This design comes from an exercise in tuning for small area, a short achievable clock period and few clock cycles per item on the open sky130 flow, not from production work. Where RTL was checked, it was by simulation tests only, not by an equivalence proof against the original.

## matvec3
module matvec3
(
    input  logic               clk,
    input  logic               reset,
    input  logic               input_valid,
    output logic               input_ready,
    input  logic signed [13:0] input_data,
    output logic               output_valid,
    input  logic               output_ready,
    output logic signed [27:0] output_data
);
    logic [3:0]         ph;        
    logic signed [13:0] ring [12];
    logic [3:0]         wc;
    logic               active;    
    logic [3:0]         pi;        
    logic [1:0]         pc;        
    logic [1:0]         xl;        
    logic               fire_d;
    logic               first_d;
    logic               last_d;
    logic [27:0]        s_q;
    logic [27:0]        c_q;
    logic signed [27:0] acc;
    logic signed [13:0] x_q;       
    logic signed [13:0] ring0_d;
    logic [27:0]        s_d;
    logic [27:0]        c_d;
    logic [3:0]         pi_ph;     
    logic slot_free;
    logic accept;
    logic fire;
    logic cancel;
    logic retire;
    always_comb begin
        if (wc < 4'd9)       slot_free = !active || (pi > wc);
        else if (wc == 4'd9) slot_free = !active;
        else                 slot_free = 1'b1;
    end
    assign input_ready = (ph == wc) && slot_free;
    assign accept      = input_valid && input_ready;
    assign pi_ph       = (pi < 4'd2) ? pi + 4'd10 : pi - 4'd2;
    assign cancel      = fire_d && first_d && output_valid && !output_ready;
    assign retire      = fire_d && !cancel;
    assign fire        = active && (ph == pi_ph) && (xl > pc) && !cancel;
    assign output_data = acc;
    assign ring0_d = accept ? input_data : ring[11];
    always_ff @(posedge clk) begin
        if (ph >= 4'd9)      x_q <= ring0_d;
        else if (ph <= 4'd2) x_q <= ring[2];
        else                 x_q <= ring[5];
    end
    mul_csa mul_i (
        .w  (ring[9]),
        .x  (x_q),
        .r0 (s_d),
  ...
For scale: ~1400 cells after synthesis, ~280 flip-flops, about 48 I/O pins, ~14000 um^2 of cells after synthesis.
Settings: LEC_CHECK=0, ABC_AREA=1, CAP_MARGIN=20, CORE_MARGIN=2, CORE_UTILIZATION=40, SLEW_MARGIN=20; clock period 7.0 ns.
run.sh (not shown) runs the stock make flow with config.mk's settings and CLKGATE_MAP_FILE= SYNTH_SCRIPT=/design/flow/synth_recipe.tcl, a recipe that flattens the netlist after the stock synthesis.
==> next run, changes <==
ABC_AREA = not set   (was 1)
After rerunning:
- die area climbs by 11%
- non-clock buffer count increases by 22
- flip-flop and latch count does not change
- critical path depth decreases by 1
- final cell count came out higher by 8.5%
==> next run, changes <==
SETUP_SLACK_MARGIN = 4.0   (was not set)
After rerunning:
- The changed run ran to the end with no violations
- design area climbs by about a fifth
- register-to-register slack is better by 1.6 ns
- routed wire length climbs by about a fifth
- global-route usage climbs by 2.3 points
- die area stays the same
- setup slack is better by 1.5 ns
- clock-buffer cell count drops by 4
- non-clock buffer count climbs by 149
No functional check of the RTL was part of any run of this note.

---

run 1:
Another version of the RTL of matvec3 (not shown whole).
Size in the first run: about 1500 cells after synthesis, ~310 flip-flops, about 48 I/O pins.
clock: 7.0 ns
lec_check: 0
abc_area: 1
cap_margin: 20
core_margin: 2
core_utilization: 40
cts_buf_list: sky130_fd_sc_hd__clkbuf_8
cts_cluster_size: 40
setup_slack_margin: 4.1
slew_margin: 20
Testbench counts of run 1, summed over its fixed seeds: cycles 4,680, items 1,152.
### run 1 -> run 2
Settings: SETUP_SLACK_MARGIN now 4.3, was 4.1.
Findings:
Comparing run 1 and run 2, the higher via count of the first global-routing pass was measured on run 2.
The higher wire length on met2 of run 1 and run 2 is in run 2.
The minimum clock period in run 2 was higher than what run 1 gave.
Critical path depth, run 1 and run 2, lower one = run 2.
Input changes introduced in run 3 (baseline for comparison: run 2):
Settings: changing SETUP_SLACK_MARGIN from 4.3 to 3.8.
Results
Non-clock buffer count in run 3 is 86 below run 2. Comparing run 3 with run 2, the antenna violation net count after detailed routing came out essentially unchanged. Run 3 vs run 2: worst hold slack down. Looking at total length of routed wires, run 3 sits about 8% lower than run 2 does. Comparing data arrival time of the worst path for run 3 and run 2, the smaller number came from run 2. Area overhead of the layout relative to synthesis sits lower in run 3 than in run 2. Looking only at sequential share of layout area, and setting everything else aside, the higher value of run 3 and run 2 goes to run 3. Run 2 → run 3: source-to-sink clock delay at the later pin of the worst-skew pair about even.
[inputs] run 4 vs run 3
Settings: swapping 3.8 for 4.5 in SETUP_SLACK_MARGIN.
Results
- | via count | run 4 vs run 3 | worse |
- Comparing run 3 with run 4, the ratio of routed vias to standard cells came out essentially unchanged.
- Comparing run 4 and run 3, minimum period implied by the final worst setup slack is higher on run 3.
- [compare] base=run 3 new=run 4: final critical-path share of the clock period shows a reduction of 5.5 points; portion of the layout cell area used by clock cells shows a reduction of 0.57 points; worst clock skew shows no meaningful change; final area shows an increase of 0.0018 sq mm.
- Run 3 tops out at a lower clock frequency than run 4.
- Run 4 has more setup slack than run 3.
Relative to run 4, the following input files were edited for run 5:
Settings: CORE_UTILIZATION changed from 40 to 55; SETUP_SLACK_MARGIN changed from 4.5 to 4.1.
==> comparison <==
Re global-route usage: run 5 is 6.1 points up on run 4.
Worst endpoint data arrival time ended up 0.16 ns higher on run 5 than on run 4.
Between run 4 and run 5, the routed wirelength normalized by instance count is higher for run 5.
Run 5 -> run 4: required time at the endpoint of the critical path flat
Run 5: time the worst path needs with I/O delays and setup higher than run 4
| final-layout clock buffer total | lower: run 5 |
Summary of run 5 over run 4: wire length now sits lower; non-clock buffer count now sits lower.
Run 5 improves on run 4 in via count.
Against run 4 as the reference, run 5 delivers a lower worst setup slack.

---

matvec3, a different RTL version from the one above (not shown whole).
Size in the first run: about 1500 cells after synthesis, roughly 48 I/O pins, ~14000 µm² of cells after synthesis.
export LEC_CHECK = 0
export ABC_AREA = 1
export CAP_MARGIN = 20
export CORE_MARGIN = 2
export CORE_UTILIZATION = 40
export CTS_BUF_LIST = sky130_fd_sc_hd__clkbuf_8
export CTS_CLUSTER_SIZE = 40
export SETUP_SLACK_MARGIN = 3.8
export SLEW_MARGIN = 20
create_clock -name core_clock -period 7.0 [get_ports {clk}]
Testbench counts at the start, summed over its fixed seeds: cycles 4,680, items 1,152.
Then changed:
Settings changed: SETUP_SLACK_MARGIN 3.8 to 4.4.
After rerunning: Setup slack is better by 0.23 ns; first-iteration DRC count goes up by 21%; die area stays the same.
Then changed:
Settings changed: CTS_BUF_LIST sky130_fd_sc_hd__clkbuf_8 to unset, CTS_CLUSTER_SIZE 40 to unset, SETUP_SLACK_MARGIN 4.4 to unset.
After rerunning: Routed wire length goes down by 18%; maximum frequency went down by 18%; final area went down by 15%; clock-buffer cell count decreases by 15; clock skew came out lower by 0.017 ns.
Then changed:
Settings changed: CTS_BUF_LIST set to sky130_fd_sc_hd__clkbuf_8, CTS_CLUSTER_SIZE set to 40, SETUP_SLACK_MARGIN set to 4.1.
=> Routed wire length grows by 11%. Sequential cell count is unchanged.

---

matvec3, a different RTL version from the one above (not shown whole).
Size: about 1500 cells after synthesis, roughly 290 flip-flops, roughly 48 I/O pins, about 14000 sq um of cells after synthesis.
Settings: LEC_CHECK=0, ABC_AREA=1, CAP_MARGIN=20, CORE_MARGIN=2, CORE_UTILIZATION=40, CTS_BUF_LIST=sky130_fd_sc_hd__clkbuf_8, CTS_CLUSTER_SIZE=40, SETUP_SLACK_MARGIN=4.2, SLEW_MARGIN=20; clock period 7.0 ns.
standard.sh (not shown) runs the stock make flow with config.mk's settings and CLKGATE_MAP_FILE= SYNTH_SCRIPT=/design/flow/synth_recipe.tcl, a recipe that flattens the netlist after the stock synthesis.
==> flow/flow/run.sh <==
#!/bin/bash
# The standard layout (standard.sh) with two changes:
# - clock tree synthesis adds no dummy loads to balance the tree;
# - the port buffers are buf_1 cells.
set -o pipefail
export CTS_ARGS="-sink_clustering_enable -repair_clock_nets -sink_clustering_size 40 -buf_list sky130_fd_sc_hd__clkbuf_8 -dont_use_dummy_load"
export BUFFER_PORTS_ARGS="-buffer_cell sky130_fd_sc_hd__buf_1"
bash standard.sh > standard.log 2>&1
Testbench counts at the start, summed over its fixed seeds: cycles 4,680, items 1,152.
==> next run, changes <==
SETUP_SLACK_MARGIN = 4.1   (was 4.2)
Final area fell by 4.3%. Global-route usage fell by 0.20 points. Via count fell by 2.4%. Routed wire length fell by 5.6%. Utilization fell by 2.0 points. Clock-buffer cell count fell by 1. Worst hold slack is worse by 0.020 ns. Critical path depth fell by 2.

---

## lane 1
matvec3 with an RTL version that a note above also has.
Size: about 48 I/O pins.
## matvec3
module matvec3
(
    input  logic               clk,
    input  logic               reset,
    input  logic               input_valid,
    output logic               input_ready,
    input  logic signed [13:0] input_data,
    output logic               output_valid,
    input  logic               output_ready,
    output logic signed [27:0] output_data
);
    logic [3:0]         ph;        
    logic signed [13:0] ring [12];
    logic signed [13:0] ring0_d;
    logic signed [13:0] x_n;       
    logic [6:0]         one_q;     
    logic [6:0]         two_q;
    logic [6:0]         neg_q;
    logic [3:0]         wc;
    logic               active;    
    logic [3:0]         pi;        
    logic [1:0]         pc;        
    logic [1:0]         xl;        
    logic               fire_d;
    logic               first_d;
    logic               last_d;
    logic [27:0]        s_q;
    logic [27:0]        c_q;
    logic [27:0]        e_q;
    logic [27:0]        acc;
    logic [27:0]        s_d;
    logic [27:0]        c_d;
    logic [27:0]        e_d;
    logic [3:0]         pi_ph;     
    logic [3:0]         ph_n;
    logic [3:0]         wc_n;
    logic               active_n;
    logic [3:0]         pi_n;
    logic [1:0]         pc_n;
    logic [1:0]         xl_n;
    logic               ready_n;
    logic accept;
    logic fire;
    logic cancel;
    logic retire;
    function automatic logic slot_free(input logic [3:0] w, input logic act,
                                       input logic [3:0] p);
        if (w < 4'd9)       slot_free = !act || (p > w);
        else if (w == 4'd9) slot_free = !act;
        else                slot_free = 1'b1;
    endfunction
    assign accept      = input_valid && input_ready;
    assign pi_ph       = (pi < 4'd2) ? pi + 4'd10 : pi - 4'd2;
    assign cancel      = fire_d && first_d && output_valid && !output_ready;
    assign retire      = fire_d && !cancel;
  ...
clock: 7.0 ns
lec_check: 0
abc_area: 1
cap_margin: 20
core_margin: 2
core_utilization: 40
cts_buf_list: sky130_fd_sc_hd__clkbuf_8
cts_cluster_size: 40
setup_slack_margin: 4.1
slew_margin: 20
Scripts as last shown in full above: flow/flow/run.sh
Testbench counts of lane 1, summed over its fixed seeds: cycles 4,680, items 1,152.
Here is what was changed in the inputs of lane 2 compared with lane 1.
- ABC_AREA changed from 1 to 0
==> flow/run.sh (new file) <==
#!/bin/bash
# synth_recipe.tcl (not shown) runs the flow's synth.tcl, then flattens the netlist and writes it again
# the make line also repeats each setting of config.mk as NAME=value (left out here)
make -C /OpenROAD-flow-scripts/flow DESIGN_CONFIG=/design/flow/config.mk WORK_HOME=/design/flow/orfs CLKGATE_MAP_FILE= SYNTH_SCRIPT=/design/flow/synth_recipe.tcl finish
removed: flow/flow/run.sh
removed: flow/standard.sh
### Flow results
Lane 2 closes out successfully: all stages finished, all timing, DRC and antenna checks passed. Lane 1 did not stop at any stage, and its layout met the timing, design-rule and antenna checks. Between lane 2 and lane 1, the final standard cell area without fillers is higher for lane 2. Lane 2 reports a higher mux share of post-synthesis cell area than lane 1 does. Lane 2 against lane 1: non-clock buffer count went up; complex-gate fraction of the synthesized area went up; utilization went up. Lane 1 ended up with e_q[14] as its critical path launch point; lane 2 ended up with s_q[5]. Re global routing met1 resource utilization: lane 2 and lane 1 aren't equal, and the higher value belongs to lane 1. Fraction of area in multi-input gates for lane 2: 1.8 points down relative to lane 1. Register-to-register slack was lower in the run labelled lane 2. | sum of routed wire length over all layers | lane 2 vs lane 1 | better |.
The following lists how lane 3 was set up differently from lane 2:
- CTS_BUF_LIST now sky130_fd_sc_hd__clkbuf_4, was sky130_fd_sc_hd__clkbuf_8
- ABC_AREA now 1, was 0
### Flow results
- Lane 3 reached the end of the flow, and the finished layout is clean on the timing, design-rule and antenna checks.
- Taking lane 2 as the reference point, the upper clock frequency limit of lane 3 rises by about 17%.
- When lane 3 is set beside lane 2, its design area turns out to be 1.8% larger.
- Number of global-route vias before repair | lane 3 above lane 2
- Synthesized cell count: lane 3 vs lane 2 up about 20%
> inputs changed (lane 3 -> lane 4)
- CTS_BUF_LIST now sky130_fd_sc_hd__clkbuf_8, was sky130_fd_sc_hd__clkbuf_4
==> flow/flow/run.sh (new file) <==
#!/bin/bash
# The standard layout, with clock tree synthesis told not to add dummy
# loads for balancing. Everything else is the standard.sh.
set -o pipefail
export CTS_ARGS="-sink_clustering_enable -repair_clock_nets -sink_clustering_size 40 -buf_list sky130_fd_sc_hd__clkbuf_8 -dont_use_dummy_load"
bash standard.sh > standard.log 2>&1
==> flow/standard.sh (new file) <==
#!/bin/bash
# synth_recipe.tcl (not shown) runs the flow's synth.tcl, then flattens the netlist and writes it again
# the make line also repeats each setting of config.mk as NAME=value (left out here)
make -C /OpenROAD-flow-scripts/flow DESIGN_CONFIG=/design/flow/config.mk WORK_HOME=/design/flow/orfs CLKGATE_MAP_FILE= SYNTH_SCRIPT=/design/flow/synth_recipe.tcl "${@:-finish}"
removed: flow/run.sh
[summary]
The startpoint of the most critical setup path comes out s_q[14] in one run and s_q[8] in the other, namely in lane 3 and lane 4 respectively. Area of all placed cells without fillers (lower): lane 4. As far as area after synthesis goes, lane 3 and lane 4 are indistinguishable; the numbers are identical. | simple-gate portion of the synthesized area | lane 4 vs lane 3 | ≈ equal |.

==> static timing again, ports no longer ideal <==
In the flow no input, the clock included, has a driving cell. The finished layouts below were timed again as built, in two steps.
Step 1 sets driving cells, clkbuf_16 on the clock port and buf_2 on the other inputs (assumed; they add their load-dependent delay and slew).
Step 2 moves the port delays by t, midway between the first and last clock arrival at a register: inputs arrive t later, outputs are due t later. That takes back most of the time a late clock gives input paths.
a / b / c = ideal / step 1 / step 2; a / b = the first two.
run | t (ns) | setup slack, ns | worst setup path after step 2 | worst register clock-pin slew, ns
the first run of note 1 | 0.600 | 2.627 / 2.627 / 2.627 | register to register | 0.06 / 0.06
the second run of note 1 | 0.613 | 2.072 / 2.072 / 2.072 | register to register | 0.07 / 0.07
the third run of note 1 | 0.615 | 3.543 / 3.495 / 3.429 | input to register | 0.07 / 0.07
run 1 | 0.614 | 4.158 / 4.130 / 3.739 | input to register | 0.07 / 0.07
run 2 | 0.638 | 4.135 / 4.135 / 3.606 | input to register | 0.07 / 0.07
run 3 | 0.631 | 3.844 / 3.834 / 3.373 | input to register | 0.07 / 0.07
run 4 | 0.631 | 4.226 / 4.226 / 3.701 | input to register | 0.07 / 0.07
run 5 | 0.625 | 4.061 / 4.061 / 3.566 | input to register | 0.07 / 0.07
the first run of note 3 | 0.629 | 3.862 / 3.862 / 3.361 | input to register | 0.07 / 0.07
the second run of note 3 | 0.631 | 4.087 / 4.087 / 3.774 | input to register | 0.07 / 0.07
the third run of note 3 | 0.613 | 3.455 / 3.455 / 3.002 | input to register | 0.06 / 0.06
the fourth run of note 3 | 0.616 | 3.944 / 3.944 / 3.553 | input to register | 0.07 / 0.07
the first run of note 4 | 0.585 | 4.099 / 4.099 / 3.795 | input to register | 0.06 / 0.06
the second run of note 4 | 0.587 | 4.072 / 4.072 / 3.670 | input to register | 0.07 / 0.07
lane 1 | 0.592 | 4.128 / 4.128 / 3.718 | input to register | 0.06 / 0.06
lane 2 | 0.604 | 3.626 / 3.626 / 3.399 | input to register | 0.07 / 0.07
lane 3 | 0.716 | 4.122 / 4.122 / 3.545 | input to register | 0.07 / 0.07
lane 4 | 0.579 | 4.142 / 4.125 / 3.710 | input to register | 0.06 / 0.06
After both steps setup and hold are still met in every run listed. For lane 3, which loses most, drivers alone change the setup slack by 0.000 ns; drivers and shift together by -0.577 ns.
